This design comes from an exercise in tuning for small area, a short achievable clock period and few clock cycles on the open sky130 flow, not from production work.
The RTL was checked by simulation tests, not by an equivalence proof against the original design.
Power figures rest on the tool's default switching activity, not on a simulated workload.

===== config.mk =====
export PLATFORM = sky130hd
export DESIGN_NAME = isp_top
export DESIGN_NICKNAME = isp_top
export VERILOG_FILES = /design/flow/design.v
export SDC_FILE = /design/flow/constraint.sdc
export NUM_CORES = 4
export LEC_CHECK = 0
export ABC_AREA = 1
export CAP_MARGIN = 20
export CORE_MARGIN = 2
export CORE_UTILIZATION = 60
export CTS_CLUSTER_DIAMETER = 80
export CTS_CLUSTER_SIZE = 30
export SETUP_SLACK_MARGIN = 5
export SLEW_MARGIN = 20

===== constraint.sdc =====
create_clock -name core_clock -period 8.0 [get_ports {clk}]
set_input_delay 1.6000 -clock core_clock [delete_from_list [all_inputs] [get_ports {clk}]]
set_output_delay 1.6000 -clock core_clock [all_outputs]
set_load 0.01 [all_outputs]

===== design.v =====
`default_nettype none
package isp_pkg;
    localparam int BEATS_PER_PIC  = 192;
    localparam int PIX_PER_BEAT   = 16;
    localparam int PLANE_BEATS    = 64;
    localparam int WIN_SIZE       = 6;
    localparam int WIN_FIRST_ROW  = 13;
    localparam int WIN_FIRST_COL  = 13;
    localparam int EXPO_SHIFT     = 10;
    localparam int RESULT_LATENCY = 16;
    typedef logic [7:0]   pixel_t;
    typedef logic [127:0] beat_t;
    typedef logic [7:0]   beat_idx_t;
    typedef logic [1:0]   ratio_t;
    typedef logic [7:0]   result_t;
    typedef logic [13:0]  diff_sum_t;
endpackage
`default_nettype wire
`timescale 1ns/1ps
`default_nettype none
module isp_focus_contrast (
    input  logic       clk,
    input  logic       rst_n,
    input  logic       start,
    input  logic [7:0] t0,
    input  logic [7:0] t1,
    input  logic [7:0] t2,
    input  logic [7:0] n0,
    input  logic [7:0] u0,
    input  logic [7:0] u1,
    input  logic [7:0] u2,
    output logic       rot,
    output logic       done,
    output logic [1:0] res
);
    typedef enum logic [1:0] {
        PH_IDLE,
        PH_ROT,       
        PH_SETTLE,    
        PH_DIV        
    } phase_t;
    phase_t     phase;
    logic [1:0] pass;
    logic [3:0] e;            
    logic [3:0] cnt;
    assign rot = (phase == PH_ROT);
    always_ff @(posedge clk or negedge rst_n) begin
        if (!rst_n) begin
            phase <= PH_IDLE;
            pass  <= '0;
            e     <= '0;
            cnt   <= '0;
            done  <= 1'b0;
        end else begin
            done <= 1'b0;
            if (start) begin
                phase <= PH_ROT;
                pass  <= '0;
                e     <= '0;
            end else begin
                case (phase)
                    PH_ROT: begin
                        e <= (e == 4'd11) ? 4'd0 : e + 4'd1;
                        if (e == 4'd11) begin
                            pass <= pass + 2'd1;
                        end
                        if (pass == 2'd2 && e == 4'd10) begin
                            phase <= PH_SETTLE;
                            cnt   <= '0;
                        end
                    end
                    PH_SETTLE: begin
                        cnt <= cnt + 4'd1;
                        if (cnt == 4'd4) begin
                            phase <= PH_DIV;
                            cnt   <= 4'd8;
                        end
                    end
                    PH_DIV: begin
                        cnt <= cnt - 4'd1;
                        if (cnt == 4'd0) begin
                            phase <= PH_IDLE;
                            done  <= 1'b1;
                        end
                    end
                    default: ;
                endcase
            end
        end
    end
    logic [2:0] r;
    logic       h;
    logic       r14, r13, r23, r2;
    logic [7:0] opa [2];
    logic [7:0] opb [2];
    logic       val [2];
    logic       c4  [2];
    logic       c2  [2];
    assign r   = e[3:1];
    assign h   = e[0];
    assign r14 = (r >= 3'd1) && (r <= 3'd4);
    assign r13 = (r >= 3'd1) && (r <= 3'd3);
    assign r23 = (r == 3'd2) || (r == 3'd3);
    assign r2  = (r == 3'd2);
    always_comb begin
        case (pass)
            2'd0: begin
                opa[0] = t0;  opb[0] = t1;
                opa[1] = t1;  opb[1] = t2;
                val[0] = 1'b1;  c4[0] = h && r14;   c2[0] = 1'b0;
                val[1] = 1'b1;  c4[1] = !h && r14;  c2[1] = 1'b0;
            end
            2'd1: begin
                opa[0] = t0;  opb[0] = u0;
                opa[1] = t2;  opb[1] = u2;
                val[0] = (r <= 3'd4);  c4[0] = h && r13;   c2[0] = h && r2;
                val[1] = (r <= 3'd4);  c4[1] = !h && r13;  c2[1] = !h && r2;
            end
            default: begin
                opa[0] = t2;  opb[0] = n0;
                opa[1] = t1;  opb[1] = u1;
                val[0] = !h;           c4[0] = !h && r14;  c2[0] = !h && r23;
                val[1] = (r <= 3'd4);  c4[1] = r13;        c2[1] = 1'b0;
            end
        endcase
    end
    logic [8:0] sd  [2];
    logic [7:0] dq  [2];
    logic       iq  [2];
    logic       q4m [2];
    logic       q2m [2];
    always_comb begin
        for (int j = 0; j < 2; j++) begin
            sd[j] = {1'b0, opa[j]} + {1'b0, ~opb[j]};
        end
    end
    always_ff @(posedge clk) begin
        for (int j = 0; j < 2; j++) begin
            dq[j]  <= (rot && val[j]) ? (sd[j][7:0] ^ {8{!sd[j][8]}}) : 8'd0;
            iq[j]  <= rot && val[j] && sd[j][8];
            q4m[j] <= c4[j];
            q2m[j] <= c2[j];
        end
    end
    logic [13:0] s6, s4;
    logic [9:0]  s2;
    logic [2:0]  k6, k4;      
    logic [1:0]  k2;          
    logic [13:0] a6x, a6y, a4x, a4y;
    logic [9:0]  a2x;
    logic        a2i;
    logic [13:0] n6, n4;
    logic [9:0]  n2;
    logic [2:0]  m6, m4;
    logic [1:0]  m2;
    logic [13:0] cs6, cc6, cs4, cc4;
    logic [14:0] cy6, cy4;
    logic [10:0] cy2;
    logic [13:0] b6, b4;
    always_comb begin
        a6x = 14'(dq[0]);
        a6y = 14'(dq[1]);
        a4x = 14'(dq[0] & {8{q4m[0]}});
        a4y = 14'(dq[1] & {8{q4m[1]}});
        a2x = 10'((dq[0] & {8{q2m[0]}}) | (dq[1] & {8{q2m[1]}}));
        a2i = (iq[0] && q2m[0]) || (iq[1] && q2m[1]);
        for (int k = 0; k < 14; k++) begin
            cs6[k] = s6[k] ^ a6x[k] ^ a6y[k];
            cc6[k] = (s6[k] & a6x[k]) | (s6[k] & a6y[k]) | (a6x[k] & a6y[k]);
            b6[k]  = (k == 0) ? iq[0] : cc6[k == 0 ? 0 : k - 1];
        end
        cy6[0] = iq[1];
        for (int k = 0; k < 14; k++) begin
            n6[k]     = cs6[k] ^ b6[k] ^ cy6[k];
            cy6[k+1]  = (cs6[k] & b6[k]) | (cs6[k] & cy6[k]) | (b6[k] & cy6[k]);
            if (k == 3 || k == 7 || k == 11) begin
                m6[k/4]  = cy6[k+1];
                cy6[k+1] = k6[k/4];
            end
        end
        for (int k = 0; k < 14; k++) begin
            cs4[k] = s4[k] ^ a4x[k] ^ a4y[k];
            cc4[k] = (s4[k] & a4x[k]) | (s4[k] & a4y[k]) | (a4x[k] & a4y[k]);
            b4[k]  = (k == 0) ? (iq[0] && q4m[0]) : cc4[k == 0 ? 0 : k - 1];
        end
        cy4[0] = iq[1] && q4m[1];
        for (int k = 0; k < 14; k++) begin
            n4[k]     = cs4[k] ^ b4[k] ^ cy4[k];
            cy4[k+1]  = (cs4[k] & b4[k]) | (cs4[k] & cy4[k]) | (b4[k] & cy4[k]);
            if (k == 3 || k == 7 || k == 11) begin
                m4[k/4]  = cy4[k+1];
                cy4[k+1] = k4[k/4];
            end
        end
        cy2[0] = a2i;
        for (int k = 0; k < 10; k++) begin
            n2[k]    = s2[k] ^ a2x[k] ^ cy2[k];
            cy2[k+1] = (s2[k] & a2x[k]) | (s2[k] & cy2[k]) | (a2x[k] & cy2[k]);
            if (k == 3 || k == 7) begin
                m2[k/4]  = cy2[k+1];
                cy2[k+1] = k2[k/4];
            end
        end
    end
    always_ff @(posedge clk) begin
        if (start) begin
            s6 <= '0;
            s4 <= '0;
            s2 <= '0;
            k6 <= '0;
            k4 <= '0;
            k2 <= '0;
        end else begin
            s6 <= n6;
            s4 <= n4;
            s2 <= n2;
            k6 <= m6;
            k4 <= m4;
            k2 <= m2;
        end
    end
    logic [5:0] rem;           
    logic [6:0] rem2;
    logic       qb6, qb2, qb4;
    logic       eq26, gt26, eq46, gt46, eq24, gt24;
    assign qb2  = (cnt <= 4'd7) ? s2[cnt + 4'd2] : 1'b0;
    assign qb4  = s4[cnt + 4'd4];
    assign rem2 = {rem, s6[cnt]};
    assign qb6  = (rem2 >= 7'd36);
    always_ff @(posedge clk) begin
        if (phase == PH_SETTLE) begin
            rem  <= {1'b0, s6[13:9]};
            eq26 <= 1'b1;
            gt26 <= 1'b0;
            eq46 <= 1'b1;
            gt46 <= 1'b0;
            eq24 <= 1'b1;
            gt24 <= 1'b0;
        end else if (phase == PH_DIV) begin
            rem <= 6'(qb6 ? rem2 - 7'd36 : rem2);
            if (eq26 && qb2 != qb6) begin
                eq26 <= 1'b0;
                gt26 <= qb2;
            end
            if (eq46 && qb4 != qb6) begin
                eq46 <= 1'b0;
                gt46 <= qb4;
            end
            if (eq24 && qb2 != qb4) begin
                eq24 <= 1'b0;
                gt24 <= qb2;
            end
        end
    end
    always_comb begin
        if ((eq24 || gt24) && (eq26 || gt26)) begin
            res = 2'd0;
        end else if (eq46 || gt46) begin
            res = 2'd1;
        end else begin
            res = 2'd2;
        end
    end
endmodule
`default_nettype wire
`timescale 1ns/1ps
`default_nettype none
module isp_exposure_acc (
    input  logic          clk,
    input  logic [127:0]  x,
    input  logic          en,      
    input  logic          sh,      
    output logic [10:0]   sa,
    output logic [10:0]   sb
);
    logic s1;
    logic c2;
    logic s3;
    logic c4;
    logic s5;
    logic c6;
    logic s7;
    logic c8;
    logic s9;
    logic c10;
    logic s11;
    logic c12;
    logic s13;
    logic c14;
    logic s15;
    logic c16;
    logic s17;
    logic c18;
    logic s19;
    logic c20;
    logic s21;
    logic c22;
    logic s23;
    logic c24;
    logic s25;
    logic c26;
    logic s27;
    logic c28;
    logic s29;
    logic c30;
    logic s31;
    logic c32;
    logic s33;
    logic c34;
    logic s35;
    logic c36;
    logic s37;
    logic c38;
    logic s39;
    logic c40;
    logic s41;
    logic c42;
    logic s43;
    logic c44;
    logic s45;
    logic c46;
    logic s47;
    logic c48;
    logic s49;
    logic c50;
    logic s51;
    logic c52;
    logic s53;
    logic c54;
    logic s55;
    logic c56;
    logic s57;
    logic c58;
    logic s59;
    logic c60;
    logic s61;
    logic c62;
    logic s63;
    logic c64;
    logic s65;
    logic c66;
    logic s67;
    logic c68;
    logic s69;
    logic c70;
    logic s71;
    logic c72;
    logic s73;
    logic c74;
    logic s75;
    logic c76;
    logic s77;
    logic c78;
    logic s79;
    logic c80;
    logic s81;
    logic c82;
    logic s83;
    logic c84;
    logic s85;
    logic c86;
    logic s87;
    logic c88;
    logic s89;
    logic c90;
    logic s91;
    logic c92;
    logic s93;
    logic c94;
    logic s95;
    logic c96;
    logic s97;
    logic c98;
    logic s99;
    logic c100;
    logic s101;
    logic c102;
    logic s103;
    logic c104;
    logic s105;
    logic c106;
    logic s107;
    logic c108;
    logic s109;
    logic c110;
    logic s111;
    logic c112;
    logic s113;
    logic c114;
    logic s115;
    logic c116;
    logic s117;
    logic c118;
    logic s119;
    logic c120;
    logic s121;
    logic c122;
    logic s123;
    logic c124;
    logic s125;
    logic c126;
    logic s127;
    logic c128;
    logic q129;
    logic q130;
    logic q131;
    logic q132;
    logic q133;
    logic q134;
    logic q135;
    logic q136;
    logic q137;
    logic q138;
    logic q139;
    logic q140;
    logic q141;
    logic q142;
    logic q143;
    logic q144;
    logic q145;
    logic q146;
    logic q147;
    logic q148;
    logic q149;
    logic q150;
    logic q151;
    logic q152;
    logic q153;
    logic q154;
    logic q155;
    logic q156;
    logic q157;
    logic q158;
    logic q159;
    logic q160;
    logic q161;
    logic q162;
    logic q163;
    logic q164;
    logic q165;
    logic q166;
    logic q167;
    logic q168;
    logic q169;
    logic q170;
    logic q171;
    logic q172;
    logic q173;
    logic q174;
    logic q175;
    logic q176;
    logic q177;
    logic q178;
    logic q179;
    logic q180;
    logic q181;
    logic q182;
    logic q183;
    logic q184;
    logic q185;
    logic q186;
    logic q187;
    logic q188;
    logic q189;
    logic q190;
    logic q191;
    logic q192;
    logic s193;
    logic c194;
    logic s195;
    logic c196;
    logic s197;
    logic c198;
    logic s199;
    logic c200;
    logic s201;
    logic c202;
    logic s203;
    logic c204;
    logic s205;
    logic c206;
    logic s207;
    logic c208;
    logic s209;
    logic c210;
    logic s211;
    logic c212;
    logic s213;
    logic c214;
    logic s215;
    logic c216;
    logic s217;
    logic c218;
    logic s219;
    logic c220;
    logic s221;
    logic c222;
    logic s223;
    logic c224;
    logic s225;
    logic c226;
    logic s227;
    logic c228;
    logic s229;
    logic c230;
    logic s231;
    logic c232;
    logic s233;
    logic c234;
    logic s235;
    logic c236;
    logic s237;
    logic c238;
    logic s239;
    logic c240;
    logic s241;
    logic c242;
    logic s243;
    logic c244;
    logic s245;
    logic c246;
    logic s247;
    logic c248;
    logic s249;
    logic c250;
    logic s251;
    logic c252;
    logic s253;
    logic c254;
    logic s255;
    logic c256;
    logic s257;
    logic c258;
    logic s259;
    logic c260;
    logic s261;
    logic c262;
    logic s263;
    logic c264;
    logic s265;
    logic c266;
    logic s267;
    logic c268;
    logic s269;
    logic c270;
    logic s271;
    logic c272;
    logic s273;
    logic c274;
    logic s275;
    logic c276;
    logic s277;
    logic c278;
    logic s279;
    logic c280;
    logic s281;
    logic c282;
    assign s1 = x[0] ^ x[8] ^ x[16];
    assign c2 = (x[0] & x[8]) | (x[0] & x[16]) | (x[8] & x[16]);
    assign s3 = x[24] ^ x[32] ^ x[40];
    assign c4 = (x[24] & x[32]) | (x[24] & x[40]) | (x[32] & x[40]);
    assign s5 = x[48] ^ x[56] ^ x[64];
    assign c6 = (x[48] & x[56]) | (x[48] & x[64]) | (x[56] & x[64]);
    assign s7 = x[72] ^ x[80] ^ x[88];
    assign c8 = (x[72] & x[80]) | (x[72] & x[88]) | (x[80] & x[88]);
    assign s9 = x[96] ^ x[104] ^ x[112];
    assign c10 = (x[96] & x[104]) | (x[96] & x[112]) | (x[104] & x[112]);
    assign s11 = x[1] ^ x[9] ^ x[17];
    assign c12 = (x[1] & x[9]) | (x[1] & x[17]) | (x[9] & x[17]);
    assign s13 = x[25] ^ x[33] ^ x[41];
    assign c14 = (x[25] & x[33]) | (x[25] & x[41]) | (x[33] & x[41]);
    assign s15 = x[49] ^ x[57] ^ x[65];
    assign c16 = (x[49] & x[57]) | (x[49] & x[65]) | (x[57] & x[65]);
    assign s17 = x[73] ^ x[81] ^ x[89];
    assign c18 = (x[73] & x[81]) | (x[73] & x[89]) | (x[81] & x[89]);
    assign s19 = x[97] ^ x[105] ^ x[113];
    assign c20 = (x[97] & x[105]) | (x[97] & x[113]) | (x[105] & x[113]);
    assign s21 = x[2] ^ x[10] ^ x[18];
    assign c22 = (x[2] & x[10]) | (x[2] & x[18]) | (x[10] & x[18]);
    assign s23 = x[26] ^ x[34] ^ x[42];
    assign c24 = (x[26] & x[34]) | (x[26] & x[42]) | (x[34] & x[42]);
    assign s25 = x[50] ^ x[58] ^ x[66];
    assign c26 = (x[50] & x[58]) | (x[50] & x[66]) | (x[58] & x[66]);
    assign s27 = x[74] ^ x[82] ^ x[90];
    assign c28 = (x[74] & x[82]) | (x[74] & x[90]) | (x[82] & x[90]);
    assign s29 = x[98] ^ x[106] ^ x[114];
    assign c30 = (x[98] & x[106]) | (x[98] & x[114]) | (x[106] & x[114]);
    assign s31 = x[3] ^ x[11] ^ x[19];
    assign c32 = (x[3] & x[11]) | (x[3] & x[19]) | (x[11] & x[19]);
    assign s33 = x[27] ^ x[35] ^ x[43];
    assign c34 = (x[27] & x[35]) | (x[27] & x[43]) | (x[35] & x[43]);
    assign s35 = x[51] ^ x[59] ^ x[67];
    assign c36 = (x[51] & x[59]) | (x[51] & x[67]) | (x[59] & x[67]);
    assign s37 = x[75] ^ x[83] ^ x[91];
    assign c38 = (x[75] & x[83]) | (x[75] & x[91]) | (x[83] & x[91]);
    assign s39 = x[99] ^ x[107] ^ x[115];
    assign c40 = (x[99] & x[107]) | (x[99] & x[115]) | (x[107] & x[115]);
    assign s41 = x[4] ^ x[12] ^ x[20];
    assign c42 = (x[4] & x[12]) | (x[4] & x[20]) | (x[12] & x[20]);
    assign s43 = x[28] ^ x[36] ^ x[44];
    assign c44 = (x[28] & x[36]) | (x[28] & x[44]) | (x[36] & x[44]);
    assign s45 = x[52] ^ x[60] ^ x[68];
    assign c46 = (x[52] & x[60]) | (x[52] & x[68]) | (x[60] & x[68]);
    assign s47 = x[76] ^ x[84] ^ x[92];
    assign c48 = (x[76] & x[84]) | (x[76] & x[92]) | (x[84] & x[92]);
    assign s49 = x[100] ^ x[108] ^ x[116];
    assign c50 = (x[100] & x[108]) | (x[100] & x[116]) | (x[108] & x[116]);
    assign s51 = x[5] ^ x[13] ^ x[21];
    assign c52 = (x[5] & x[13]) | (x[5] & x[21]) | (x[13] & x[21]);
    assign s53 = x[29] ^ x[37] ^ x[45];
    assign c54 = (x[29] & x[37]) | (x[29] & x[45]) | (x[37] & x[45]);
    assign s55 = x[53] ^ x[61] ^ x[69];
    assign c56 = (x[53] & x[61]) | (x[53] & x[69]) | (x[61] & x[69]);
    assign s57 = x[77] ^ x[85] ^ x[93];
    assign c58 = (x[77] & x[85]) | (x[77] & x[93]) | (x[85] & x[93]);
    assign s59 = x[101] ^ x[109] ^ x[117];
    assign c60 = (x[101] & x[109]) | (x[101] & x[117]) | (x[109] & x[117]);
    assign s61 = x[6] ^ x[14] ^ x[22];
    assign c62 = (x[6] & x[14]) | (x[6] & x[22]) | (x[14] & x[22]);
    assign s63 = x[30] ^ x[38] ^ x[46];
    assign c64 = (x[30] & x[38]) | (x[30] & x[46]) | (x[38] & x[46]);
    assign s65 = x[54] ^ x[62] ^ x[70];
    assign c66 = (x[54] & x[62]) | (x[54] & x[70]) | (x[62] & x[70]);
    assign s67 = x[78] ^ x[86] ^ x[94];
    assign c68 = (x[78] & x[86]) | (x[78] & x[94]) | (x[86] & x[94]);
    assign s69 = x[102] ^ x[110] ^ x[118];
    assign c70 = (x[102] & x[110]) | (x[102] & x[118]) | (x[110] & x[118]);
    assign s71 = x[7] ^ x[15] ^ x[23];
    assign c72 = (x[7] & x[15]) | (x[7] & x[23]) | (x[15] & x[23]);
    assign s73 = x[31] ^ x[39] ^ x[47];
    assign c74 = (x[31] & x[39]) | (x[31] & x[47]) | (x[39] & x[47]);
    assign s75 = x[55] ^ x[63] ^ x[71];
    assign c76 = (x[55] & x[63]) | (x[55] & x[71]) | (x[63] & x[71]);
    assign s77 = x[79] ^ x[87] ^ x[95];
    assign c78 = (x[79] & x[87]) | (x[79] & x[95]) | (x[87] & x[95]);
    assign s79 = x[103] ^ x[111] ^ x[119];
    assign c80 = (x[103] & x[111]) | (x[103] & x[119]) | (x[111] & x[119]);
    assign s81 = s1 ^ s3 ^ s5;
    assign c82 = (s1 & s3) | (s1 & s5) | (s3 & s5);
    assign s83 = s7 ^ s9 ^ x[120];
    assign c84 = (s7 & s9) | (s7 & x[120]) | (s9 & x[120]);
    assign s85 = s11 ^ s13 ^ s15;
    assign c86 = (s11 & s13) | (s11 & s15) | (s13 & s15);
    assign s87 = s17 ^ s19 ^ x[121];
    assign c88 = (s17 & s19) | (s17 & x[121]) | (s19 & x[121]);
    assign s89 = c2 ^ c4 ^ c6;
    assign c90 = (c2 & c4) | (c2 & c6) | (c4 & c6);
    assign s91 = s21 ^ s23 ^ s25;
    assign c92 = (s21 & s23) | (s21 & s25) | (s23 & s25);
    assign s93 = s27 ^ s29 ^ x[122];
    assign c94 = (s27 & s29) | (s27 & x[122]) | (s29 & x[122]);
    assign s95 = c12 ^ c14 ^ c16;
    assign c96 = (c12 & c14) | (c12 & c16) | (c14 & c16);
    assign s97 = s31 ^ s33 ^ s35;
    assign c98 = (s31 & s33) | (s31 & s35) | (s33 & s35);
    assign s99 = s37 ^ s39 ^ x[123];
    assign c100 = (s37 & s39) | (s37 & x[123]) | (s39 & x[123]);
    assign s101 = c22 ^ c24 ^ c26;
    assign c102 = (c22 & c24) | (c22 & c26) | (c24 & c26);
    assign s103 = s41 ^ s43 ^ s45;
    assign c104 = (s41 & s43) | (s41 & s45) | (s43 & s45);
    assign s105 = s47 ^ s49 ^ x[124];
    assign c106 = (s47 & s49) | (s47 & x[124]) | (s49 & x[124]);
    assign s107 = c32 ^ c34 ^ c36;
    assign c108 = (c32 & c34) | (c32 & c36) | (c34 & c36);
    assign s109 = s51 ^ s53 ^ s55;
    assign c110 = (s51 & s53) | (s51 & s55) | (s53 & s55);
    assign s111 = s57 ^ s59 ^ x[125];
    assign c112 = (s57 & s59) | (s57 & x[125]) | (s59 & x[125]);
    assign s113 = c42 ^ c44 ^ c46;
    assign c114 = (c42 & c44) | (c42 & c46) | (c44 & c46);
    assign s115 = s61 ^ s63 ^ s65;
    assign c116 = (s61 & s63) | (s61 & s65) | (s63 & s65);
    assign s117 = s67 ^ s69 ^ x[126];
    assign c118 = (s67 & s69) | (s67 & x[126]) | (s69 & x[126]);
    assign s119 = c52 ^ c54 ^ c56;
    assign c120 = (c52 & c54) | (c52 & c56) | (c54 & c56);
    assign s121 = s71 ^ s73 ^ s75;
    assign c122 = (s71 & s73) | (s71 & s75) | (s73 & s75);
    assign s123 = s77 ^ s79 ^ x[127];
    assign c124 = (s77 & s79) | (s77 & x[127]) | (s79 & x[127]);
    assign s125 = c62 ^ c64 ^ c66;
    assign c126 = (c62 & c64) | (c62 & c66) | (c64 & c66);
    assign s127 = c72 ^ c74 ^ c76;
    assign c128 = (c72 & c74) | (c72 & c76) | (c74 & c76);
    assign s193 = q131 ^ q132 ^ q133;
    assign c194 = (q131 & q132) | (q131 & q133) | (q132 & q133);
    assign s195 = q134 ^ q135 ^ q136;
    assign c196 = (q134 & q135) | (q134 & q136) | (q135 & q136);
    assign s197 = q138 ^ q139 ^ q140;
    assign c198 = (q138 & q139) | (q138 & q140) | (q139 & q140);
    assign s199 = q141 ^ q142 ^ q143;
    assign c200 = (q141 & q142) | (q141 & q143) | (q142 & q143);
    assign s201 = q146 ^ q147 ^ q148;
    assign c202 = (q146 & q147) | (q146 & q148) | (q147 & q148);
    assign s203 = q149 ^ q150 ^ q151;
    assign c204 = (q149 & q150) | (q149 & q151) | (q150 & q151);
    assign s205 = q154 ^ q155 ^ q156;
    assign c206 = (q154 & q155) | (q154 & q156) | (q155 & q156);
    assign s207 = q157 ^ q158 ^ q159;
    assign c208 = (q157 & q158) | (q157 & q159) | (q158 & q159);
    assign s209 = q162 ^ q163 ^ q164;
    assign c210 = (q162 & q163) | (q162 & q164) | (q163 & q164);
    assign s211 = q165 ^ q166 ^ q167;
    assign c212 = (q165 & q166) | (q165 & q167) | (q166 & q167);
    assign s213 = q170 ^ q171 ^ q172;
    assign c214 = (q170 & q171) | (q170 & q172) | (q171 & q172);
    assign s215 = q173 ^ q174 ^ q175;
    assign c216 = (q173 & q174) | (q173 & q175) | (q174 & q175);
    assign s217 = q178 ^ q179 ^ q180;
    assign c218 = (q178 & q179) | (q178 & q180) | (q179 & q180);
    assign s219 = q181 ^ q182 ^ q183;
    assign c220 = (q181 & q182) | (q181 & q183) | (q182 & q183);
    assign s221 = q186 ^ q187 ^ q188;
    assign c222 = (q186 & q187) | (q186 & q188) | (q187 & q188);
    assign s223 = q189 ^ q190 ^ q191;
    assign c224 = (q189 & q190) | (q189 & q191) | (q190 & q191);
    assign s225 = s193 ^ s195 ^ q137;
    assign c226 = (s193 & s195) | (s193 & q137) | (s195 & q137);
    assign s227 = s197 ^ s199 ^ q144;
    assign c228 = (s197 & s199) | (s197 & q144) | (s199 & q144);
    assign s229 = q145 ^ c194 ^ c196;
    assign c230 = (q145 & c194) | (q145 & c196) | (c194 & c196);
    assign s231 = s201 ^ s203 ^ q152;
    assign c232 = (s201 & s203) | (s201 & q152) | (s203 & q152);
    assign s233 = q153 ^ c198 ^ c200;
    assign c234 = (q153 & c198) | (q153 & c200) | (c198 & c200);
    assign s235 = s205 ^ s207 ^ q160;
    assign c236 = (s205 & s207) | (s205 & q160) | (s207 & q160);
    assign s237 = q161 ^ c202 ^ c204;
    assign c238 = (q161 & c202) | (q161 & c204) | (c202 & c204);
    assign s239 = s209 ^ s211 ^ q168;
    assign c240 = (s209 & s211) | (s209 & q168) | (s211 & q168);
    assign s241 = q169 ^ c206 ^ c208;
    assign c242 = (q169 & c206) | (q169 & c208) | (c206 & c208);
    assign s243 = s213 ^ s215 ^ q176;
    assign c244 = (s213 & s215) | (s213 & q176) | (s215 & q176);
    assign s245 = q177 ^ c210 ^ c212;
    assign c246 = (q177 & c210) | (q177 & c212) | (c210 & c212);
    assign s247 = s217 ^ s219 ^ q184;
    assign c248 = (s217 & s219) | (s217 & q184) | (s219 & q184);
    assign s249 = q185 ^ c214 ^ c216;
    assign c250 = (q185 & c214) | (q185 & c216) | (c214 & c216);
    assign s251 = s221 ^ s223 ^ c218;
    assign c252 = (s221 & s223) | (s221 & c218) | (s223 & c218);
    assign s253 = q192 ^ c222 ^ c224;
    assign c254 = (q192 & c222) | (q192 & c224) | (c222 & c224);
    assign s255 = s227 ^ s229 ^ c226;
    assign c256 = (s227 & s229) | (s227 & c226) | (s229 & c226);
    assign s257 = s231 ^ s233 ^ c228;
    assign c258 = (s231 & s233) | (s231 & c228) | (s233 & c228);
    assign s259 = s235 ^ s237 ^ c232;
    assign c260 = (s235 & s237) | (s235 & c232) | (s237 & c232);
    assign s261 = s239 ^ s241 ^ c236;
    assign c262 = (s239 & s241) | (s239 & c236) | (s241 & c236);
    assign s263 = s243 ^ s245 ^ c240;
    assign c264 = (s243 & s245) | (s243 & c240) | (s245 & c240);
    assign s265 = s247 ^ s249 ^ c244;
    assign c266 = (s247 & s249) | (s247 & c244) | (s249 & c244);
    assign s267 = s251 ^ c220 ^ c248;
    assign c268 = (s251 & c220) | (s251 & c248) | (c220 & c248);
    assign s269 = s257 ^ c230 ^ c256;
    assign c270 = (s257 & c230) | (s257 & c256) | (c230 & c256);
    assign s271 = s259 ^ c234 ^ c258;
    assign c272 = (s259 & c234) | (s259 & c258) | (c234 & c258);
    assign s273 = s261 ^ c238 ^ c260;
    assign c274 = (s261 & c238) | (s261 & c260) | (c238 & c260);
    assign s275 = s263 ^ c242 ^ c262;
    assign c276 = (s263 & c242) | (s263 & c262) | (c242 & c262);
    assign s277 = s265 ^ c246 ^ c264;
    assign c278 = (s265 & c246) | (s265 & c264) | (c246 & c264);
    assign s279 = s267 ^ c250 ^ c266;
    assign c280 = (s267 & c250) | (s267 & c266) | (c250 & c266);
    assign s281 = s253 ^ c252 ^ c268;
    assign c282 = (s253 & c252) | (s253 & c268) | (c252 & c268);
    always_ff @(posedge clk) begin
        q129 <= s81;
        q130 <= s83;
        q131 <= s85;
        q132 <= s87;
        q133 <= s89;
        q134 <= c8;
        q135 <= c10;
        q136 <= c82;
        q137 <= c84;
        q138 <= s91;
        q139 <= s93;
        q140 <= s95;
        q141 <= c18;
        q142 <= c20;
        q143 <= c86;
        q144 <= c88;
        q145 <= c90;
        q146 <= s97;
        q147 <= s99;
        q148 <= s101;
        q149 <= c28;
        q150 <= c30;
        q151 <= c92;
        q152 <= c94;
        q153 <= c96;
        q154 <= s103;
        q155 <= s105;
        q156 <= s107;
        q157 <= c38;
        q158 <= c40;
        q159 <= c98;
        q160 <= c100;
        q161 <= c102;
        q162 <= s109;
        q163 <= s111;
        q164 <= s113;
        q165 <= c48;
        q166 <= c50;
        q167 <= c104;
        q168 <= c106;
        q169 <= c108;
        q170 <= s115;
        q171 <= s117;
        q172 <= s119;
        q173 <= c58;
        q174 <= c60;
        q175 <= c110;
        q176 <= c112;
        q177 <= c114;
        q178 <= s121;
        q179 <= s123;
        q180 <= s125;
        q181 <= c68;
        q182 <= c70;
        q183 <= c116;
        q184 <= c118;
        q185 <= c120;
        q186 <= s127;
        q187 <= c78;
        q188 <= c80;
        q189 <= c122;
        q190 <= c124;
        q191 <= c126;
        q192 <= c128;
        sa <= !en ? '0 : sh ? {1'b0, c254, s281, s279, s277, s275, s273, s271, s269, s255, s225} : {c254, s281, s279, s277, s275, s273, s271, s269, s255, s225, q129};
        sb <= !en ? '0 : sh ? {1'b0, c282, c280, c278, c276, c274, c272, c270, 1'b0, 1'b0, 1'b0} : {c282, c280, c278, c276, c274, c272, c270, 1'b0, 1'b0, 1'b0, q130};
    end
endmodule
`default_nettype wire
`timescale 1ns/1ps
`default_nettype none
module isp_top (
    input  logic             clk,
    input  logic             rst_n,
    input  logic             in_valid,
    input  logic             in_mode,
    input  isp_pkg::ratio_t  in_ratio_mode,
    input  logic             pix_valid,
    input  isp_pkg::beat_t   pix_data,
    output logic             busy,
    output logic             out_valid,
    output isp_pkg::result_t out_data
);
    logic [7:0] bcnt;       
    logic       mode_q;
    logic [1:0] ratio_q;
    logic       busy_q;
    logic       rmode;      
    logic [1:0] rratio;
    logic       last0;
    assign last0 = pix_valid && (bcnt == 8'd191);
    always_ff @(posedge clk or negedge rst_n) begin
        if (!rst_n) begin
            bcnt    <= '0;
            mode_q  <= 1'b0;
            ratio_q <= '0;
            busy_q  <= 1'b0;
            rmode   <= 1'b0;
            rratio  <= '0;
        end else begin
            if (in_valid) begin
                bcnt    <= '0;
                mode_q  <= in_mode;
                ratio_q <= in_ratio_mode;
                busy_q  <= 1'b1;
            end else if (pix_valid) begin
                bcnt <= last0 ? 8'd0 : bcnt + 8'd1;
                if (last0) begin
                    busy_q <= 1'b0;
                end
            end
            if (last0) begin
                rmode  <= mode_q;
                rratio <= ratio_q;
            end
        end
    end
    assign busy = busy_q;
    logic red0, green0, blue0, wrow0;
    assign red0   = (bcnt[7:6] == 2'd0);
    assign green0 = (bcnt[7:6] == 2'd1);
    assign blue0  = (bcnt[7:6] == 2'd2);
    assign wrow0  = (bcnt[5:0] >= 6'd26) && (bcnt[5:0] <= 6'd37);
    logic       sat;
    logic [3:0] colmask0;
    logic [7:0] bcnt_n;
    logic [1:0] ratio_n;
    logic       mode_n;
    logic [3:0] thr_n;
    logic [127:0] xbits;
    assign bcnt_n  = in_valid ? 8'd0 : (pix_valid ? (last0 ? 8'd0 : bcnt + 8'd1) : bcnt);
    assign ratio_n = in_valid ? in_ratio_mode : ratio_q;
    assign mode_n  = in_valid ? in_mode : mode_q;
    assign thr_n   = (bcnt_n[7:6] == 2'd1) ? 4'(3 - ratio_n) : 4'(4 - ratio_n);
    always_ff @(posedge clk) begin
        sat <= mode_n && (ratio_n == 2'd3);
        for (int j = 0; j < 4; j++) begin
            colmask0[j] <= (4'(j) >= thr_n);
        end
    end
    always_comb begin
        for (int i = 0; i < 16; i++) begin
            for (int j = 0; j < 7; j++) begin
                xbits[8*i + j] = (j >= 4 || colmask0[j % 4]) && (pix_data[8*i + j] || (sat && pix_data[8*i + 7]));
            end
            xbits[8*i + 7] = !sat && pix_data[8*i + 7];
        end
    end
    logic [10:0] sa, sb;
    isp_exposure_acc i_tree (
        .clk (clk),
        .x   (xbits),
        .en  (v1),
        .sh  (!g1),
        .sa  (sa),
        .sb  (sb)
    );
    logic        v1, v2, e3;
    logic        first1, first2, last1, last2, g1;
    logic [18:0] acc;     
    always_ff @(posedge clk or negedge rst_n) begin
        if (!rst_n) begin
            v1    <= 1'b0;
            v2    <= 1'b0;
            last1 <= 1'b0;
            last2 <= 1'b0;
            e3    <= 1'b0;
        end else begin
            v1    <= pix_valid;
            v2    <= v1;
            last1 <= last0;
            last2 <= last1;
            e3    <= v2 && last2;
        end
    end
    always_ff @(posedge clk) begin
        first1 <= pix_valid && (bcnt == 8'd0);
        first2 <= first1;
        g1     <= green0;
        acc <= (first2 ? 19'd0 : acc) + 19'(sa) + 19'(sb);
    end
    logic [7:0] expo_res;
    always_comb begin
        case (rratio)
            2'd0:    expo_res = {2'b0, acc[18:13]};
            2'd1:    expo_res = {1'b0, acc[18:12]};
            2'd2:    expo_res = acc[18:11];
            default: expo_res = acc[17:10];
        endcase
    end
    logic       wv1, wred1, wend1;
    logic [6:0] wp1 [3];
    always_ff @(posedge clk or negedge rst_n) begin
        if (!rst_n) begin
            wv1    <= 1'b0;
            wend1  <= 1'b0;
        end else begin
            wv1    <= pix_valid && !mode_q && wrow0;
            wend1  <= pix_valid && !mode_q && blue0 && (bcnt[5:0] == 6'd37);
        end
    end
    always_ff @(posedge clk) begin
        wred1 <= red0;
        for (int j = 0; j < 3; j++) begin
            if (bcnt[0]) begin
                wp1[j] <= green0 ? pix_data[8*j + 1 +: 7] : {1'b0, pix_data[8*j + 2 +: 6]};
            end else begin
                wp1[j] <= green0 ? pix_data[8*(13 + j) + 1 +: 7] : {1'b0, pix_data[8*(13 + j) + 2 +: 6]};
            end
        end
    end
    logic [7:0] ch [3][12];
    logic       pact;         
    logic       chain_en;
    assign chain_en = wv1 || pact;
    always_ff @(posedge clk) begin
        if (chain_en) begin
            for (int j = 0; j < 3; j++) begin
                ch[j][0] <= (wred1 && wv1 ? 8'd0 : ch[j][11]) + (wv1 ? 8'(wp1[j]) : 8'd0);
                for (int k = 1; k < 12; k++) begin
                    ch[j][k] <= ch[j][k-1];
                end
            end
        end
    end
    logic       fdone_p;
    logic [1:0] fres;
    isp_focus_contrast i_contrast (
        .clk   (clk),
        .rst_n (rst_n),
        .start (wv1 && wend1),
        .t0    (ch[0][11]),
        .t1    (ch[1][11]),
        .t2    (ch[2][11]),
        .n0    (ch[0][10]),
        .u0    (ch[0][9]),
        .u1    (ch[1][9]),
        .u2    (ch[2][9]),
        .rot   (pact),
        .done  (fdone_p),
        .res   (fres)
    );
    logic pend, fire, fdone;
    assign fire = (e3 || pend) && (rmode || fdone);
    always_ff @(posedge clk or negedge rst_n) begin
        if (!rst_n) begin
            pend      <= 1'b0;
            fdone     <= 1'b0;
            out_valid <= 1'b0;
            out_data  <= '0;
        end else begin
            pend      <= !fire && (pend || e3);
            fdone     <= !fire && (fdone || fdone_p);
            out_valid <= fire;
            out_data  <= fire ? (rmode ? expo_res : {6'd0, fres}) : 8'd0;
        end
    end
endmodule
`default_nettype wire

===== standard.sh =====
#!/bin/bash
# synth_recipe.tcl (not shown) runs the flow's synth.tcl, then flattens the netlist and writes it again
# the make line also repeats each setting of config.mk as NAME=value (left out here)
make -C /OpenROAD-flow-scripts/flow DESIGN_CONFIG=/design/flow/config.mk WORK_HOME=/design/flow/orfs CLKGATE_MAP_FILE= SYNTH_SCRIPT=/design/flow/synth_recipe.tcl "${@:-finish}"

===== flow/run.sh =====
#!/bin/bash
# The standard layout (standard.sh), with plain buffers (buf_1) on the
# ports instead of the delay buffers buffer_ports picks by default, and
# timing repair aimed at a setup slack of 5.2 ns.
set -euo pipefail
mkdir -p logs
export BUFFER_PORTS_ARGS="-buffer_cell sky130_fd_sc_hd__buf_1"
bash standard.sh SETUP_SLACK_MARGIN=5.2 finish > logs/standard.log 2>&1

==> results of run 1 <==
-- per-layer routing --
metal / global-route usage / vias to the layer above / part of all wire / wire length, um
li1: - / 7974 / - / -
met1: 0.345 / 8114 / 0.43 / 24400
met2: 0.450 / 437 / 0.50 / 28000
met3: 0.0335 / 86 / 0.049 / 2750
met4: 0.0594 / 0 / 0.025 / 1390
met5: 0 / - / 0 / 0
-- area by class of cell --
class,count,share of cell area
Sequential cell,547,0.487
Multi-Input combinational cell,1366,0.360
Inverter,406,0.0548
Timing Repair Buffer,205,0.0395
Clock buffer,36,0.0259
Tap cell,539,0.0232
Clock inverter,16,0.00956
Timing Repair inverter,3,0.000732
-- worst max-delay path, cell delays in order (launching register included) --
cell	delay [ns]
dfrtp_1	0.41
buf_6	0.13
ha_4	0.18
buf_12	0.15
nor2_4	0.26
nand2_1	0.09
o21ai_1	0.10
ha_2	0.21
inv_2	0.04
fa_2	0.39
o21ai_4	0.18
nand2_2	0.09
nand2_4	0.12
clkinv_4	0.09
o21ai_0	0.24
a21oi_1	0.09
-- metrics by stage --
stage,utilization,setup WS (ns),hold slack (ns),instances,power (mW)
final,0.693,5.10,0.332,3118,7.27
after global routing,0.693,5.03,0.349,3118,7.74
after CTS,0.674,5.16,0.334,3076,7.22
after detailed placement,0.643,4.61,0.315,3008,5.46
after global placement,0.643,4.62,0.315,3008,5.40
after floorplan,-,4.78,0.310,2371,4.79
-- registers in the layout, summed over array words and instances, names as in the netlist, 3 cells and up --
register	flops
i_contrast.k6	3
i_contrast.e	4
ch	288
acc	19
wp1	21
i_contrast.cnt	4
i_contrast.s6	14
i_contrast.k4	3
i_contrast.s2	10
i_tree.sa	11
out_data	8
colmask0	4
i_contrast.dq	16
i_contrast.s4	14
i_tree.sb	9
bcnt	8
i_contrast.rem	6
-- how the worst min path moves through the flow --
| stage | end | slack (ns) | cells past startpoint |
|---|---|---|---|
| 2_1_floorplan | first2$_DFF_P_ | 0.31 | 0 |
| 3_3_place_gp | first2$_DFF_P_ | 0.31 | 0 |
| 4_1_cts | first2$_DFF_P_ | 0.33 | 0 |
| 6_report | first2$_DFF_P_ | 0.33 | 0 |
| 3_5_place_dp | first2$_DFF_P_ | 0.31 | 0 |
| 5_1_grt | first2$_DFF_P_ | 0.35 | 0 |
-- cells in the final DEF, fill, tap and decap left out, types with 16 or more instances in the layout --
| cell type | n |
|---|---|
| a21oi_2 | 26 |
| inv_2 | 22 |
| dfxtp_1 | 190 |
| fa_1 | 125 |
| nand2_1 | 337 |
| inv_1 | 366 |
| buf_1 | 139 |
| fa_2 | 41 |
| nand2_2 | 20 |
| edfxtp_1 | 293 |
| xnor2_1 | 23 |
| ha_1 | 67 |
| clkbuf_16 | 30 |
| buf_4 | 42 |
| a21oi_1 | 88 |
| o22ai_1 | 22 |
| o21ai_1 | 16 |
| xor2_1 | 28 |
| dfrtp_1 | 44 |
| o21ai_0 | 77 |
| nand3_1 | 63 |
| nor2_1 | 248 |
-- cell families (layout without fill, tap and decap cells) --
| family | after synthesis | count (layout) |
|---|---|---|
| buffers and inverters | 460 | 666 |
| adders and majority gates | 246 | 246 |
| DFF | 547 | 547 |
| AOI/OAI and AO/OA | 294 | 294 |
| xor gates and xnor gates | 53 | 53 |
| muxes | 2 | 2 |
| and+or+nand+nor | 769 | 771 |
-- report_power, final --
part,internal (mW),switching [mW]
Sequential,3.14,0.115
Clock,0.767,0.975
Combinational,0.934,1.33
-- what timing repair did --
| item | in CTS | in global routing |
|---|---|---|
| buffers inserted | 12 | 39 |
| cloned | 4 | 3 |
| gates resized for setup | 47 | 154 |
| pin swaps | 12 | 73 |
| endpoints found under the setup margin | 136 | 41 |
==> summary.txt, run 1 <==
Outcome
  • Status: finished clean

Critical path
  • Crit path from: i_contrast.pass[0]$_DFFE_PN0P_
  • Critical Path Fanout Max: 7
  • Critical Path Sink Type: flip-flop
  • Worst setup SP type: flip-flop
  • R2r endpoint: i_contrast.dq[0][0]$_SDFF_PN0_
  • Worst Path Arrival: 3.37 ns
  • Crit path required time: 8.48 ns
  • Worst R2R Setup Slack: 5.10 ns
  • Crit path kind: reg -> reg
  • End of the critical path: i_contrast.dq[0][0]$_SDFF_PN0_
  • R2R depth: 15
  • RR Startpoint: i_contrast.pass[0]$_DFFE_PN0P_

Timing
  • Fin. Hold Viols: 0
  • Highest clock rate: 0.345 GHz
  • RSZ-0062 raised after global routing: true
  • Worst-Margin Slew: 0.770 ns
  • Setup Skew: 0.0291 ns
  • Tmin final: 2.90 ns
  • Max-slew headroom: 0.481
  • Setup-failing EPs final: 0
  • Setup TNS: 0 ns
  • Fin crit share: 0.362
  • Slew Viols, Final: 0

Detailed routing
  • DRT Pass-1 Iters: 5
  • Post-route ant nets: 0
  • DR vias: 16611
  • Residual DRC count: 0
  • Detailed Route WL: 56.5 mm
  • Routed len/inst: 18.1 um
  • DR iter-0 viols: 1273
  • Via density: 5.33

Synthesis
  • FF+latch count, synth: 547
  • Post-Synth Simple-Gate Area: 0.124
  • Average size of a mapped cell: 10.7 um2
  • Synth cell count leaders: inv_1, nand2_1, edfxtp_1, nor2_1, dfxtp_1
  • Post-synth top area cell: edfxtp_1
  • Synth top area share: 0.345
  • Synthesized area: 0.0255 mm2
  • Multiplexer area fraction after synthesis: 0.000786
  • Most frequent cell after synthesis: inv_1
  • Predominant post-synthesis flop cell: edfxtp_1
  • Synthesis Warnings: 17
  • Area fraction in compound gates after synthesis: 0.0640
  • Share of flip-flops with an asynchronous set or reset: 0.0841
  • Synthesized Nets: 2752
  • Post-synth EDFFs: 293
  • Top area cells in the synthesized netlist: edfxtp_1, dfxtp_1, fa_1
  • Xor/xnor share of the synthesized area: 0.0182
  • Largest family of logic cells by synthesized area: adder cells
  • Distinct cells, synth: 56
  • Cells after Synth: 2371
  • Area share of fa/ha/maj cells after synthesis: 0.170
  • Register area share after synthesis: 0.554

Pwr
  • Pleak: 12.2 nW
  • Worst VDD drop: 264 uV
  • Power density over the cells: 250 mW/mm2

Place
  • Hpwl dp: 42.1 mm
  • I/O Buffers: 144
  • Placer congestion estimate: 0.956
  • DP Area: 0.0270 mm2

Clock network
  • Total CTS buffers: 28
  • CTS sink count: 547
  • Clk buf depth: 3
  • CTS tree: done
  • Hold_buf cts: 0
  • Root Driver: clkbuf_16
  • Reg clk slew, reported paths: 0.11 ns
  • H-Tree Depth: 1
  • Clock Latency Late Sink: 0.60 ns

Floorplan
  • Top-Level Pins: 145
  • Die Area: 0.0441 mm2
  • Die X: 210 um
  • Die height: 210 um
  • Initial Util: 0.607
  • Core box area: 0.0419 mm2
  • Site Rows: 75

Global routing
  • Total track usage: 0.257
  • Grt total ovfl: 0
  • Largest net degree at the start of global routing: 151
  • Vias in the first global route: 16676
  • Initial antenna violation count: 0
  • First-pass GRT wire length: 87.7 mm

Cells and area
  • Nets: 2938
  • Layout cells sized above 1: 0.143
  • Fill cell total of the finished layout: 3122
  • Footprint of the multi-input gates: 0.0105 mm2
  • Antenna diode count: 0
  • Area Growth Syn to Fin: 14.1%
  • Register Area: 0.0141 mm2
  • Final instance area: 0.0291 mm2

Min path
  • Hold crit path type: reg -> reg
  • Hold Startpoint: first1$_DFF_P_

Run
  • Max_cap viols: 0
Testbench counts, summed over its fixed seeds: cycles 18,629.
==> run 2, diff against run 1 <==
==> flow/run.sh (replaced) <==
#!/bin/bash
# The standard layout (standard.sh), with plain buffers (buf_1) on the
# ports instead of the delay buffers buffer_ports picks by default, and
# timing repair aimed at a setup slack of 5.5 ns.
set -euo pipefail
mkdir -p logs
export BUFFER_PORTS_ARGS="-buffer_cell sky130_fd_sc_hd__buf_1"
bash standard.sh SETUP_SLACK_MARGIN=5.5 finish > logs/standard.log 2>&1
==> run 2 against run 1 <==
- combinational power is 14% higher
- worst hold slack better by 0.0057 ns
- power is 4.5% higher
- area after synthesis stayed put
- sequential share of layout area is 2.4 points lower
- critical path type unchanged
- register-to-register slack better by 0.03 ns
- cell area is 5.5% higher
- sequential power hardly changed
==> summary.txt, run 2 <==
Outcome
  • Status: finished clean

Global routing
  • Total track usage: 0.272 (+0.0150)
  • Grt total ovfl: 0 (unchanged)
  • Vias in the first global route: 17393 (+4.3%)
  • First-pass GRT wire length: 92.8 mm (+5.8%)
  • Largest net degree at the start of global routing: 121 (-20%)
  • Initial antenna violation count: 0 (unchanged)

Critical path
  • Worst setup SP type: flip-flop
  • Crit path from: i_contrast.pass[1]$_DFFE_PN0P_
  • Crit path required time: 8.51 ns (+0.03 ns)
  • RR Startpoint: i_contrast.pass[1]$_DFFE_PN0P_
  • Critical Path Sink Type: flip-flop
  • Crit path kind: reg -> reg
  • Worst Path Arrival: 3.38 ns (about the same)
  • Critical Path Fanout Max: 7 (unchanged)

Synthesis
  • Synthesized area: 0.0255 mm2 (unchanged)
  • Share of flip-flops with an asynchronous set or reset: 0.0841 (unchanged)
  • FF+latch count, synth: 547 (unchanged)
  • Top area cells in the synthesized netlist: edfxtp_1, dfxtp_1, fa_1
  • Synthesized Nets: 2752 (unchanged)
  • Predominant post-synthesis flop cell: edfxtp_1
  • Post-synth EDFFs: 293 (unchanged)
  • Synth cell count leaders: inv_1, nand2_1, edfxtp_1, nor2_1, dfxtp_1
  • Synth top area share: 0.345 (unchanged)
  • Average size of a mapped cell: 10.7 um2 (unchanged)
  • Distinct cells, synth: 56 (unchanged)
  • Register area share after synthesis: 0.554 (unchanged)
  • Cells after Synth: 2371 (unchanged)
  • Most frequent cell after synthesis: inv_1
  • Post-synth top area cell: edfxtp_1
  • Synthesis Warnings: 17 (unchanged)

Cells and area
  • Max reg flops: 288 (unchanged)
  • Largest Register: ch
  • Commonest non-fill, non-tap cell in the layout: inv_1
  • Area Growth Syn to Fin: 20.3%
  • Nets: 2978 (+1.4%)
  • Final Util: 0.731 (+0.0378)
  • Most frequent cells in the layout: inv_1, nand2_1, edfxtp_1
  • Top Registers: ch x288, wp1 x21, acc x19
  • Non-filler cells, final: 3159 (+1.3%)
  • Fill cell total of the finished layout: 2884 (-7.6%)
  • Layout cells sized above 1: 0.248 (+0.105)

Clock network
  • Total CTS buffers: 28 (unchanged)
  • Hold_buf cts: 0 (unchanged)
  • Root Driver: clkbuf_16
  • Clock Latency Late Sink: 0.60 ns (about the same)
  • Reg clk slew, reported paths: 0.10 ns (about the same)
  • Clk buf depth: 3 (unchanged)
  • H-Tree Depth: 1 (unchanged)
  • CTS tree: done
  • CTS sink count: 547 (unchanged)

Floorplan
  • Core box area: 0.0419 mm2 (unchanged)
  • Site Rows: 75 (unchanged)
  • Die height: 210 um (unchanged)
  • Die X: 210 um (unchanged)
  • Die Area: 0.0441 mm2 (unchanged)
  • Top-Level Pins: 145 (unchanged)
  • Initial Util: 0.607 (unchanged)

Timing
  • Slew Viols, Final: 0 (unchanged)
  • Fin. Hold Viols: 0 (unchanged)
  • Fin crit share: 0.359 (-0.00317)
  • Setup-failing EPs final: 0 (unchanged)
  • RSZ-0062 raised after global routing: true
  • Max-slew headroom: 0.427 (-0.0548)
  • Highest clock rate: 0.348 GHz (+0.88%)
  • Setup TNS: 0 ns (unchanged)
  • Tmin final: 2.87 ns (-0.0253 ns)
  • Setup Skew: 0.0168 ns (-0.0124 ns)
  • Worst-Margin Slew: 0.860 ns (+0.0903 ns)

Detailed routing
  • Via density: 5.45 (+2.2%)
  • DR vias: 17203 (+3.6%)
  • DR iter-0 viols: 1466 (+15%)
  • Post-route ant nets: 0 (unchanged)
  • Residual DRC count: 0 (unchanged)
  • DRT Pass-1 Iters: 6 (+1)
  • Detailed Route WL: 60.1 mm (+6.4%)
  • Routed len/inst: 19.0 um (+5.1%)

Place
  • Cell Count Post-Placement: 3007 (-0.033%)
  • I/O Buffers: 144 (unchanged)
  • Placer congestion estimate: 0.952 (-0.36%)
  • Hpwl dp: 41.8 mm (-0.76%)

Run
  • Max_cap viols: 0 (unchanged)

Pwr
  • Worst VDD drop: 266 uV (+0.77%)
  • Total design power: 7.59 mW (+4.5%)
  • Pleak: 12.6 nW (+3.2%)
  • Power density over the cells: 248 mW/mm2 (-0.91%)

Min path
  • Hold Startpoint: first1$_DFF_P_
  • Hold crit path type: reg -> reg
==> run 2: cell types whose count changed in the layout (fill, tap and decap cells not counted), sizes merged <==
cell      previous run  this run
diode                0         1
or2                 20        22
bufbuf               0         2
nor2               271       273
inv                408       414
clkinv              12         9
clkinvlp             4         3
clkbuf              41        44
buf                200       229
==> run 2: repair_timing <==
| action | CTS | global route |
|---|---|---|
| endpoints found under the setup margin | 362 | 140 |
| setup buffers | 62 | 27 |
| resized for setup | 301 | 207 |
| gates cloned | 10 | 0 |
| pin swaps | 122 | 94 |
==> run 2: layout make-up <==
type | instances | area [um2] | share of cell area
antenna | 1 | 2.50 | 0.0000816
clock buffer | 33 | 741 | 0.0242
clock inverter | 19 | 255 | 0.00833
inverter | 406 | 1700 | 0.0556
multi-input combinational | 1370 | 11400 | 0.372
sequential | 547 | 14200 | 0.462
tap | 539 | 674 | 0.0220
timing repair buffer | 242 | 1680 | 0.0548
timing repair inverter | 2 | 15.0 | 0.000490
==> run 2: metrics by stage <==
stage	hold slack (ns)	worst slack, ns	area, um2
6_report	0.338	5.13	30600
5_1_grt	0.343	5.07	30600
4_1_cts	0.340	5.20	29700
3_5_place_dp	0.323	4.45	27200
3_3_place_gp	0.315	4.48	27200
2_1_floorplan	0.310	4.78	26200
==> run 2: report_power, final <==
group	switching [mW]	internal (mW)	total, mW
clock	0.983	0.762	1.75
combinational	1.45	1.14	2.59
sequential	0.119	3.14	3.26
total	2.55	5.04	7.59
==> run 2: final timing paths <==
check / to / slack, ns / cells after the start
max in group asynchronous: wv1$_DFF_PN0_ / 6.43 / 2
min in group asynchronous: out_data[1]$_DFF_PN0_ / 1.09 / 2
hold reg to reg: first2$_DFF_P_ / 0.34 / 0
setup / recovery: i_contrast.dq[1][5]$_SDFF_PN0_ / 5.13 / 15
hold / removal: first2$_DFF_P_ / 0.34 / 0
setup reg to reg: i_contrast.dq[1][5]$_SDFF_PN0_ / 5.13 / 15
==> run 2: logic make-up (layout without fill, tap and decap cells) <==
kind of cell               Yosys count  count (layout)  share of synthesized area
and+or+nand+nor                    769             775                      0.124
DFF                                547             547                      0.554
buffers and inverters              460             702                     0.0693
AOI/OAI and AO/OA                  294             294                     0.0640
adders and majority gates          246             246                      0.170
xor gates and xnor gates            53              53                     0.0182
muxes                                2               2                   0.000786
other                                0               1                          0
==> run 2: routing by layer <==
metal,vias up,routed length (um),global-route usage
met3,135,3470,0.0326
met4,0,2320,0.0924
li1,8063,-,-
met5,-,0,0
met2,576,29300,0.461
met1,8429,25000,0.368
==> run 2: worst max-delay path: stages, from the launching register on <==
cell and delay [ns]:
dfrtp_1 0.40, inv_2 0.11, buf_12 0.11, ha_4 0.26, nor2_4 0.07, buf_12 0.15
a21oi_2 0.18, ha_1 0.30, a21oi_1 0.18, nand2_1 0.13, nand2_1 0.10, nand2_1 0.06
a21oi_1 0.26, nand2b_1 0.20, nand3_1 0.08, a21oi_1 0.19
==> run 3, diff against run 2 <==
==> flow/run.sh (replaced) <==
#!/bin/bash
# The standard layout (standard.sh), with plain buffers (buf_1) on the
# ports instead of the delay buffers buffer_ports picks by default.
set -euo pipefail
mkdir -p logs
export BUFFER_PORTS_ARGS="-buffer_cell sky130_fd_sc_hd__buf_1"
bash standard.sh > logs/standard.log 2>&1
==> run 3 against run 2 <==
- flip-flop and latch count did not move
- clock skew rose by 0.019 ns
- maximum frequency fell by 0.65%
- area after synthesis did not move
- sequential power barely moved
- synthesized cell count did not move
- register-to-register slack got worse by 0.02 ns
- setup slack got worse by 0.019 ns
- cell count fell by 2.5%
- routed wire length fell by 9.8%
- core utilization fell by 6.7 points
==> summary.txt, run 3 <==
Timing
  • Setup TNS: 0 ns (unchanged)
  • Highest clock rate: 0.346 GHz (-0.65%)
  • Fin. Hold Viols: 0 (unchanged)
  • Worst-Margin Slew: 0.968 ns (+0.108 ns)
  • Tmin final: 2.89 ns (+0.0189 ns)
  • Setup Skew: 0.0354 ns (+0.0187 ns)
  • Max-slew headroom: 0.355 (-0.0718)
  • Slew Viols, Final: 0 (unchanged)
  • RSZ-0062 raised after global routing: true
  • Fin crit share: 0.361 (+0.00236)
  • Setup-failing EPs final: 0 (unchanged)

Synthesis
  • Area fraction in compound gates after synthesis: 0.0640 (unchanged)
  • Top area cells in the synthesized netlist: edfxtp_1, dfxtp_1, fa_1
  • Register area share after synthesis: 0.554 (unchanged)
  • Predominant post-synthesis flop cell: edfxtp_1
  • Post-Synth Simple-Gate Area: 0.124 (unchanged)
  • Synthesized Nets: 2752 (unchanged)
  • Cells after Synth: 2371 (unchanged)
  • Synth cell count leaders: inv_1, nand2_1, edfxtp_1, nor2_1, dfxtp_1
  • Area share of fa/ha/maj cells after synthesis: 0.170 (unchanged)
  • Synth top area share: 0.345 (unchanged)
  • Average size of a mapped cell: 10.7 um2 (unchanged)
  • Xor/xnor share of the synthesized area: 0.0182 (unchanged)
  • Most frequent cell after synthesis: inv_1
  • Post-synth top area cell: edfxtp_1
  • Multiplexer area fraction after synthesis: 0.000786 (unchanged)
  • Share of flip-flops with an asynchronous set or reset: 0.0841 (unchanged)
  • Distinct cells, synth: 56 (unchanged)
  • Post-synth EDFFs: 293 (unchanged)
  • Largest family of logic cells by synthesized area: adder cells
  • Synthesis Warnings: 17 (unchanged)
  • FF+latch count, synth: 547 (unchanged)
  • Synthesized area: 0.0255 mm2 (unchanged)

Global routing
  • Grt total ovfl: 0 (unchanged)
  • Vias in the first global route: 16423 (-5.6%)
  • Largest net degree at the start of global routing: 222 (+83%)
  • First-pass GRT wire length: 86.2 mm (-7.1%)
  • Total track usage: 0.252 (-0.0203)
  • Initial antenna violation count: 0 (unchanged)

Floorplan
  • Site Rows: 75 (unchanged)
  • Initial Util: 0.607 (unchanged)
  • Die Area: 0.0441 mm2 (unchanged)
  • Die height: 210 um (unchanged)
  • Core box area: 0.0419 mm2 (unchanged)
  • Top-Level Pins: 145 (unchanged)
  • Die X: 210 um (unchanged)

Detailed routing
  • Via density: 5.29 (-2.8%)
  • DR vias: 16303 (-5.2%)
  • Detailed Route WL: 54.2 mm (-9.8%)
  • Residual DRC count: 0 (unchanged)
  • Post-route ant nets: 0 (unchanged)
  • Routed len/inst: 17.6 um (-7.6%)
  • DR iter-0 viols: 1281 (-13%)
  • DRT Pass-1 Iters: 7 (+1)

Clock network
  • CTS sink count: 547 (unchanged)
  • Root Driver: clkbuf_16
  • Total CTS buffers: 28 (unchanged)
  • Hold_buf cts: 0 (unchanged)
  • CTS tree: done
  • H-Tree Depth: 1 (unchanged)
  • Clock Latency Late Sink: 0.62 ns (+0.02 ns)
  • Clk buf depth: 3 (unchanged)
  • Reg clk slew, reported paths: 0.10 ns (about the same)

Cells and area
  • Commonest non-fill, non-tap cell in the layout: inv_1
  • Fill cell total of the finished layout: 3319 (+15%)
  • Max reg flops: 288 (unchanged)
  • Nets: 2900 (-2.6%)
  • Most frequent cells in the layout: inv_1, nand2_1, edfxtp_1
  • Final instance area: 0.0278 mm2 (-9.2%)
  • Top Registers: ch x288, wp1 x21, acc x19
  • Layout cells sized above 1: 0.0543 (-0.193)
  • Area Growth Syn to Fin: 9.29%
  • Final Util: 0.664 (-0.0671)
  • Largest Register: ch
  • Non-filler cells, final: 3081 (-2.5%)

Pwr
  • Pleak: 11.9 nW (-5.7%)
  • Worst VDD drop: 208 uV (-22%)
  • Power share of the sequential group: 0.457 (+0.028)
  • Logic pwr share: 0.301 (-0.040)
  • Power density over the cells: 254 mW/mm2 (+2.7%)
  • NetSw: 2.35 mW (-7.8%)
  • Sw Ratio: 0.332 (-0.00384)
  • Pint: 4.73 mW (-6.2%)
  • Clock share of power: 0.241 (+0.011)

Critical path
  • CP Cell Sequence: fa_1, inv_1, fa_1, inv_1, fa_2, fa_1, inv_1, o22ai_1
  • Crit path kind: reg -> reg
  • Worst path slowest cell: fa_1
  • Worst path max stage delay: 0.57 ns (+0.17 ns)
  • Critical Path Sink Type: flip-flop
  • Critical Path Fanout Max: 2 (-5)
  • Crit path required time: 8.51 ns (about the same)
  • Worst Path Arrival: 3.40 ns (+0.02 ns)
  • Worst setup SP type: flip-flop
  • Buf/Inv on CP: 3 (unchanged)
  • CP delay by family, top: adder cells

Run
  • Max_cap viols: 0 (unchanged)

Place
  • DP Area: 0.0265 mm2 (-2.5%)
  • Cell Count Post-Placement: 3006 (-0.033%)
  • Placer congestion estimate: 0.917 (-3.7%)
  • I/O Buffers: 144 (unchanged)
  • Hpwl dp: 41.1 mm (-1.6%)

Outcome
  • Status: finished clean

Min path
  • Hold crit path type: reg -> reg
run 3: path summary, 6_finish.rpt:
path | slack [ns] | depth (start not counted) | end | from
max | 5.11 | 8 | i_tree.sa[8]$_SDFF_PN0_ | i_tree.q188$_DFF_P_
max in group asynchronous | 6.45 | 2 | wv1$_DFF_PN0_ | rst_n
min reg2reg | 0.33 | 0 | first2$_DFF_P_ | first1$_DFF_P_
min in group asynchronous | 1.07 | 2 | i_contrast.cnt[2]$_DFFE_PN0P_ | rst_n
min | 0.33 | 0 | first2$_DFF_P_ | first1$_DFF_P_
max reg2reg | 5.11 | 8 | i_tree.sa[8]$_SDFF_PN0_ | i_tree.q188$_DFF_P_
run 3: metrics by stage:
step                setup WS [ns]  hold slack (ns)  power (mW)
finish                       5.11            0.328        7.08
global route                 4.96            0.341        7.52
CTS                          4.99            0.332        7.16
detailed placement           4.22            0.321        5.45
global placement             4.42            0.316        5.37
floorplan                    4.78            0.310        4.75
run 3: area by class of cell:
type	count	area, um2	share of cell area
flip-flops and latches	547	14100	0.507
multi-input cells	1365	9690	0.348
inverters	406	1530	0.0551
repair buffers	169	817	0.0294
clock buffers	35	737	0.0265
well taps	539	674	0.0242
clock inverters	17	248	0.00890
repair inverters	2	10.0	0.000360
diodes	1	2.50	0.0000899
run 3: kinds of logic (layout without fill, tap and decap cells):
family,count (synthesis),after routing
muxes,2,2
AOI/OAI and AO/OA,294,294
DFF,547,547
and+or+nand+nor,769,770
buffers and inverters,460,629
adders and majority gates,246,246
xor gates and xnor gates,53,53
other,0,1
run 3: repair_timing:
action                                  4_1_cts  5_1_grt
endpoints found under the setup margin      260      247
gates resized for setup                      25       17
buffers inserted                              4       13
gates cloned                                  3        2
pin swaps                                     2        8
run 3: power groups by stage:
stage / clock network (mW) / logic [mW] / registers, mW
6_report: 1.71 / 2.13 / 3.24
5_1_grt: 1.84 / 2.42 / 3.26
4_1_cts: 1.76 / 2.16 / 3.24
3_5_place_dp: 0 / 2.14 / 3.30
3_3_place_gp: 0 / 2.07 / 3.30
2_1_floorplan: 0 / 1.49 / 3.26
run 3: per-layer routing:
layer | vias to the layer above | routed length [um] | GRT usage
met3 | 73 | 2540 | 0.0319
li1 | 7881 | - | -
met2 | 437 | 26700 | 0.435
met1 | 7912 | 23600 | 0.340
met4 | 0 | 1400 | 0.0680
met5 | - | 0 | 0

[afterwards: timing with drivers on the ports]
In the flow no input, the clock included, has a driving cell. The finished layouts below were timed again as built, in two steps.
Step 1: set_driving_cell puts a clkbuf_16 on clk and a buf_2 on each other input, an assumption about the parent block.
Step 2 adds t to the input delays and takes it off the output delays; t is the mean of the earliest and latest rising clock arrival at the registers after step 1. Input paths then give back, and output paths get back, about the clock's delay inside the block.
a / b / c = no drivers / after step 1 / after step 2; a / b = the first two.
run	t, ns	setup slack, ns	cell pins on the clock port's net
run 1	0.644	5.102 / 5.102 / 4.649	1
run 2	0.644	5.128 / 5.128 / 4.754	1
run 3	0.653	5.109 / 5.109 / 4.528	1
After both steps every run listed still meets setup and hold. For run 3, which loses most, drivers alone change the setup slack by 0.000 ns; drivers and shift together by -0.581 ns.
